Background: an optimization exercise with open tools, aiming at small area, a short achievable clock period and few clock cycles per item. Do not read the settings as production practice.
In this exercise RTL edits were held to simulation tests only and were not proved equivalent to the original.
Power is estimated from default activity; no workload was simulated.

<file path="config.mk">
export PLATFORM = sky130hd
export DESIGN_NAME = stream_record_player
export DESIGN_NICKNAME = stream_record_player
export VERILOG_FILES = /design/flow/design.v
export SDC_FILE = /design/flow/constraint.sdc
export NUM_CORES = 4
export LEC_CHECK = 0
export CAP_MARGIN = 20
export CORE_MARGIN = 2
export CORE_UTILIZATION = 40
export SLEW_MARGIN = 20
</file>
<file path="constraint.sdc">
create_clock -name core_clock -period 5.0 [get_ports {clk}]
set_input_delay 1.0000 -clock core_clock [delete_from_list [all_inputs] [get_ports {clk}]]
set_output_delay 1.0000 -clock core_clock [all_outputs]
set_load 0.01 [all_outputs]
</file>
<file path="design.v">
module stream_record_player #(
    parameter int DATA_WIDTH = 8,
    parameter int ADDR_WIDTH = 8
) (
    input  logic                  clk,
    input  logic                  reset,
    input  logic                  record,
    input  logic                  play,
    input  logic                  loop,
    input  logic [DATA_WIDTH-1:0] in_data,
    input  logic                  in_valid,
    input  logic                  in_last,
    output logic                  in_ready,
    output logic [DATA_WIDTH-1:0] out_data,
    output logic                  out_valid,
    output logic                  out_last,
    input  logic                  out_ready,
    output logic [ADDR_WIDTH:0]   stored_len,
    output logic                  overflow,
    output logic                  busy
);
    localparam int                  DEPTH    = 1 << ADDR_WIDTH;
    localparam int                  SPB      = 3;                   
    localparam int                  SP       = 1 << SPB;            
    localparam int                  NTAP     = DEPTH / SP;
    localparam int                  TB       = ADDR_WIDTH - SPB;    
    localparam int                  DL       = SP;                  
    localparam int                  FB       = 3;                   
    localparam int                  FD       = 1 << FB;
    localparam logic [ADDR_WIDTH:0] PTR_ONE  = {{ADDR_WIDTH{1'b0}}, 1'b1};
    localparam logic [ADDR_WIDTH:0] LAST_IDX = {1'b0, {ADDR_WIDTH{1'b1}}};
    logic loop_req;
    assign loop_req = loop;
    typedef enum logic [1:0] {
        REC_IDLE,
        REC_CAPTURE,
        REC_DONE
    } rec_state_t;
    typedef enum logic [1:0] {
        PLAY_IDLE,
        PLAY_RUN,
        PLAY_DONE
    } play_state_t;
    rec_state_t             rec_state, rec_next;
    play_state_t            play_state, play_next;
    logic [ADDR_WIDTH:0]    wr_ptr;      
    logic                   in_accept;
    logic                   out_hs;
    logic                   capturing;
    logic                   cap_start;
    logic [ADDR_WIDTH-1:0]  phase;
    assign in_ready  = (rec_state == REC_CAPTURE);
    assign capturing = (rec_state == REC_CAPTURE);
    assign in_accept = in_valid & in_ready;
    assign out_hs    = out_valid & out_ready;
    assign busy      = !((rec_state == REC_IDLE) && (play_state == PLAY_IDLE));
    always_comb begin
        rec_next = rec_state;
        if (!record) begin
            rec_next = REC_IDLE;
        end else begin
            case (rec_state)
                REC_IDLE: begin
                    if (play_state == PLAY_IDLE) rec_next = REC_CAPTURE;
                end
                REC_CAPTURE: begin
                    if (in_accept && (in_last || (wr_ptr == LAST_IDX))) rec_next = REC_DONE;
                end
                REC_DONE: rec_next = REC_DONE;
                default:  rec_next = REC_IDLE;
            endcase
        end
    end
    assign cap_start = (rec_state != REC_CAPTURE) && (rec_next == REC_CAPTURE);
    always_ff @(posedge clk or posedge reset) begin
        if (reset) begin
            rec_state  <= REC_IDLE;
            wr_ptr     <= '0;
            stored_len <= '0;
            overflow   <= 1'b0;
            phase      <= '0;
        end else begin
            rec_state <= rec_next;
            phase     <= phase + 1'b1;
            if (cap_start) begin
                wr_ptr   <= '0;
                overflow <= 1'b0;
            end else if (in_accept) begin
                wr_ptr <= wr_ptr + PTR_ONE;
            end
            if ((rec_state == REC_CAPTURE) && (rec_next != REC_CAPTURE)) begin
                stored_len <= wr_ptr + {{ADDR_WIDTH{1'b0}}, in_accept};
                if (in_accept && (wr_ptr == LAST_IDX) && !in_last) overflow <= 1'b1;
            end
        end
    end
    logic [DATA_WIDTH-1:0]  dl_data [DL];
    logic [SPB-1:0]         dl_tag  [DL];
    logic [DL-1:0]          dl_v;
    always_ff @(posedge clk) begin
        dl_data[0] <= in_data;
        dl_tag[0]  <= wr_ptr[SPB-1:0];
        for (int i = 1; i < DL; i++) begin
            dl_data[i] <= dl_data[i-1];
            dl_tag[i]  <= dl_tag[i-1];
        end
    end
    always_ff @(posedge clk or posedge reset) begin
        if (reset) begin
            dl_v <= '0;
        end else begin
            dl_v <= cap_start ? '0 : {dl_v[DL-2:0], in_accept};
        end
    end
    logic [ADDR_WIDTH:0]    wcnt;        
    logic [ADDR_WIDTH-1:0]  wpos;        
    logic [DL-1:0]          wmatch;
    logic [DATA_WIDTH-1:0]  wdata;
    logic                   wr_en;
    always_comb begin
        wdata = '0;
        for (int i = 0; i < DL; i++) begin
            wmatch[i] = dl_v[i] && (dl_tag[i] == wcnt[SPB-1:0]);
            wdata     = wdata | ({DATA_WIDTH{wmatch[i]}} & dl_data[i]);
        end
    end
    assign wr_en = (|wmatch) && (wpos[SPB-1:0] == '0);
    always_ff @(posedge clk or posedge reset) begin
        if (reset) begin
            wcnt <= '0;
            wpos <= '0;
        end else if (cap_start) begin
            wcnt <= '0;
            wpos <= phase + 2'd2;
        end else if (wr_en) begin
            wcnt <= wcnt + PTR_ONE;
        end else begin
            wpos <= wpos + 1'b1;
        end
    end
    logic [DATA_WIDTH-1:0]  ring [DEPTH];
    logic [DATA_WIDTH-1:0]  tap  [NTAP];
    always_ff @(posedge clk) begin
        for (int p = 0; p < DEPTH; p++) begin
            if ((p % SP) == 0 && wr_en && (wpos[ADDR_WIDTH-1:SPB] == TB'(p / SP)))
                ring[p] <= wdata;
            else
                ring[p] <= ring[(p + DEPTH - 1) % DEPTH];
        end
    end
    always_comb begin
        for (int j = 0; j < NTAP; j++) tap[j] = ring[j * SP];
    end
    logic [ADDR_WIDTH:0]    nf;          
    logic [ADDR_WIDTH-1:0]  rpos;        
    logic                   flush;
    logic                   fetch;
    logic                   flast;
    logic [DATA_WIDTH-1:0]  rdata;
    logic [FB:0]            fcnt;
    logic [FB-1:0]          fwp, frp;
    logic [DATA_WIDTH:0]    fmem [FD];
    logic                   pop;
    logic                   avail;
    assign rdata = tap[rpos[ADDR_WIDTH-1:SPB]];
    assign avail = capturing ? ((nf + PTR_ONE) < wcnt) : (nf < wcnt);
    assign flast = !capturing && ((nf + PTR_ONE) == stored_len);
    assign fetch = avail && (rpos[SPB-1:0] == '0) && !fcnt[FB] && !flush;
    assign flush = cap_start || ((play_state == PLAY_RUN) && !play);
    always_ff @(posedge clk or posedge reset) begin
        if (reset) begin
            nf   <= '0;
            rpos <= '0;
            fcnt <= '0;
            fwp  <= '0;
            frp  <= '0;
        end else begin
            if (flush) begin
                nf   <= '0;
                rpos <= phase + 1'b1;
            end else if (fetch) begin
                if (flast) begin
                    nf   <= '0;
                    rpos <= phase + 1'b1;
                end else begin
                    nf   <= nf + PTR_ONE;
                end
            end else begin
                rpos <= rpos + 1'b1;
            end
            if (flush) begin
                fcnt <= '0;
                fwp  <= '0;
                frp  <= '0;
            end else begin
                if (fetch) fwp <= fwp + 1'b1;
                if (pop)   frp <= frp + 1'b1;
                fcnt <= fcnt + {{FB{1'b0}}, fetch} - {{FB{1'b0}}, pop};
            end
        end
    end
    always_ff @(posedge clk) begin
        if (fetch) fmem[fwp] <= {flast, rdata};
    end
    always_comb begin
        play_next = play_state;
        if (!play) begin
            play_next = PLAY_IDLE;
        end else begin
            case (play_state)
                PLAY_IDLE: begin
                    if (!record && (rec_state != REC_CAPTURE)) begin
                        play_next = (stored_len == '0) ? PLAY_DONE : PLAY_RUN;
                    end
                end
                PLAY_RUN: begin
                    if (out_hs && out_last && !loop_req) play_next = PLAY_DONE;
                end
                PLAY_DONE: play_next = PLAY_DONE;
                default:   play_next = PLAY_IDLE;
            endcase
        end
    end
    assign pop = (play_next == PLAY_RUN) && (!out_valid || out_ready) && (fcnt != '0);
    always_ff @(posedge clk or posedge reset) begin
        if (reset) begin
            play_state <= PLAY_IDLE;
            out_valid  <= 1'b0;
            out_last   <= 1'b0;
        end else begin
            play_state <= play_next;
            if (play_next != PLAY_RUN) begin
                out_valid <= 1'b0;
                out_last  <= 1'b0;
            end else if (!out_valid || out_ready) begin
                out_valid <= (fcnt != '0);
                out_last  <= (fcnt != '0) && fmem[frp][DATA_WIDTH];
            end
        end
    end
    always_ff @(posedge clk) begin
        if (pop) out_data <= fmem[frp][DATA_WIDTH-1:0];
    end
endmodule
</file>
<file path="run.sh">
#!/bin/bash
# synth_recipe.tcl (not shown) runs the flow's synth.tcl, then flattens the netlist and writes it again
# the make line also repeats each setting of config.mk as NAME=value (left out here)
make -C /OpenROAD-flow-scripts/flow DESIGN_CONFIG=/design/flow/config.mk WORK_HOME=/design/flow/orfs CLKGATE_MAP_FILE= SYNTH_SCRIPT=/design/flow/synth_recipe.tcl finish
</file>
==> summary.txt <==
-- routing by layer --
| layer | vias up | track usage [%] | part of all wire, % |
|---|---|---|---|
| met3 | 250 | 3.535 | 5.5 |
| met2 | 726 | 24.86 | 44 |
| li1 | 12840 | - | - |
| met1 | 13080 | 22.69 | 47 |
| met5 | - | 0 | 0 |
| met4 | 0 | 6.851 | 3.6 |
-- registers in the layout (all words and copies together), names as in the netlist, 9 cells and up --
signal,cells
ring,2048
fmem,72
dl_data,64
dl_tag,24
nf,9
stored_len,9
wcnt,9
wr_ptr,9
-- cell families (layout without fill, tap and decap cells) --
group | after synthesis | count (layout) | synth area share (%)
xor gates and xnor gates | 79 | 79 | 1.255
other | 0 | 5 | 0
AOI/OAI and AO/OA | 516 | 516 | 5.945
adders and majority gates | 36 | 36 | 0.8128
muxes | 36 | 36 | 1.066
DFF | 2301 | 2301 | 83.93
buffers and inverters | 142 | 487 | 1.546
and+or+nand+nor | 604 | 604 | 5.445
-- final timing paths --
check                             from  slack [ns]  depth (start not counted)     endpoint
max in group asynchronous        reset        3.31                          3      rpos[4]
hold reg to reg            ring[20][0]        0.31                          0  ring[21][0]
setup reg to reg                 nf[0]        1.08                         12      rpos[5]
setup / recovery                 nf[0]        1.08                         12      rpos[5]
min in group asynchronous        reset        0.74                          2        nf[1]
hold / removal             ring[20][0]        0.31                          0  ring[21][0]
-- area by class of cell --
class,count,area (um^2)
Clock inverter,79,973.4
Clock buffer,281,5769
Antenna cell,5,12.51
Inverter,34,130.1
Fill cell,12110,74170
Sequential cell,2301,47290
Tap cell,1876,2347
Timing Repair Buffer,93,803.3
Multi-Input combinational cell,1271,8204
-- power by group --
group	total, mW	internal [mW]	switching (mW)
clock network	15.4	8.87	6.56
logic	2.73	0.895	1.83
registers	19.3	18.9	0.416
total	37.5	28.7	8.81
-- cells in the final DEF, fill, tap and decap left out, types with 55 or more instances in the layout --
cell / netlist / final
a22oi_1: 59 / 59
buf_4: 16 / 55
clkbuf_16: 0 / 200
dfrtp_1: 85 / 85
dfxtp_1: 2136 / 2136
edfxtp_1: 80 / 80
nand2_1: 296 / 296
nor2_1: 106 / 102
o21ai_0: 232 / 232
xnor2_1: 60 / 60
==> summary.txt <==
DRT Pass-1 Iters=5; DR vias=26,890; kind of critical path=register to register; Worst Path Max Fanout=23; min cycle time layout=3.919 ns; core box area=0.1397 mm^2; NumNets Final=3,952; total clock sinks=2,301; Worst Hold Class=register to register; largest net degree at the start of global routing=53; initial antenna violation count=9; crit-path cells=ha_1 > nand3_1 > nor2_1 > xor2_1 > ha_1 > a2111oi_0 > o21ai_0 > a2bb2oi_2 > buf_4 > a21oi_2 > a221oi_1 > o22a_1; CTS max path bufs=3; crit share post-route=78.38%; number of non-filler instances in the completed layout=5,940; Routed Antenna Nets=0; clock skew=0.02608 ns; critical path capture point type=register; Fin. Hold Viols=0; Final Max Slew Viols=0; GR Overflow Total=0; Critical Path Start Type=register; setup ws final=1.081 ns; root buf cell=clkbuf_16; utilization after layout=46.91%; CTS clock-pin slew for the worst setup and hold paths=0.06 ns; Synth top area share=75.89%; Post-Route WL=117,300 um; GPL Wtd Cong=0.8987; cell family with most CP delay=compound AO/OA/AOI/OAI gates; Cell Area, Synth=0.05634 mm^2; Mapped Nets=3,766; average cell area after synthesis=15.17 um^2; vias in the first global route=25,980; synth unique cells=73; # IOs=38; Worst-Skew Late Latency=0.81 ns; sum of negative setup slack=0 ns; Warnings, synthesis=5; Worst-Margin Slew=1.116 ns; Leak=25.26 nW; Port Buf Inserts=37; share of cells above drive strength 1=11.60%; Via-to-Cell Ratio=4.527; Seq cells post-synth=2,301; drt drc=0; sequential area share after synthesis=83.93%; CTS Hold Bufs=0; Post-synth EDFFs=80; CTS Buf Count=199; Die ar.=0.1439 mm^2; CP arrival=4.60 ns; # rows=137; Synth async-reset ratio=3.694%; setup violators final=0; P&R area growth vs syn=16.30%; fmax=255.2 MHz; WHS=0.3077 ns; max cap viols=0; drt initial violations=2,172; CTS tree=built; post-cts sizing count=0; first-pass GRT wire length=170,500 um; WP buf/inv=1; slowest CP cell=a21oi_2; total track usage=16.39%; dominant synthesized flop cell=dfxtp_1; die height=379.3 um; Initial Utilization=40.33%; post-route design area=0.06553 mm^2; VDD IR max=345.7 uV; Max-slew headroom=25.57%; Cells after Synth=3,714; RSZ-0062 raised after global routing=false; Yosys top cell by area=dfxtp_1; HPWL reported at the end of detailed placement=78,170 um; Placed Area=0.05878 mm^2; most used cell, CP=ha_1; placed cell count=5,575; WL/cell=19.75 um; critical path required time=5.68 ns; Pwr Density=572.1 mW/mm^2; synth top area cells=dfxtp_1 (76%), edfxtp_1 (4.3%), dfrtp_1 (3.8%); die width=379.3 um; Post-CTS Setup Inserts=0; slowest stage delay, CP=0.61 ns; htree depth=4; Commonest cells post-synth=dfxtp_1 (2,136), nand2_1 (296), o21ai_0 (232), nor2_1 (106), dfrtp_1 (85); most instantiated library cell after synthesis=dfxtp_1; status=finished clean; DP Worst Slack=1.076 ns; Pwr Total=37.49 mW
Testbench counts, summed over its fixed seeds: cycles 56,385, items 34,689.

separate check: timing with driven ports:
The flow's constraints put no driver on any port. The routed layout listed below was extracted and timed again, unchanged, in two steps.
Step 1 sets driving cells, clkbuf_16 on the clock port and buf_2 on the other inputs (assumed; they add their load-dependent delay and slew).
Step 2 also shifts input and output timing later by t, the mid clock arrival at the registers, as if the neighbouring blocks saw the same clock.
Slacks: ideal / step 1 / step 2; pairs: ideal / step 1.
shift t [ns]: 0.866
setup WS [ns]: 1.081 / 1.081 / 1.081
worst register clock-pin slew, ns: 0.07 / 0.07
After both steps this run still meets setup and hold. The setup slack of this run moves by 0.000 ns with the drivers and by 0.000 ns with both steps.
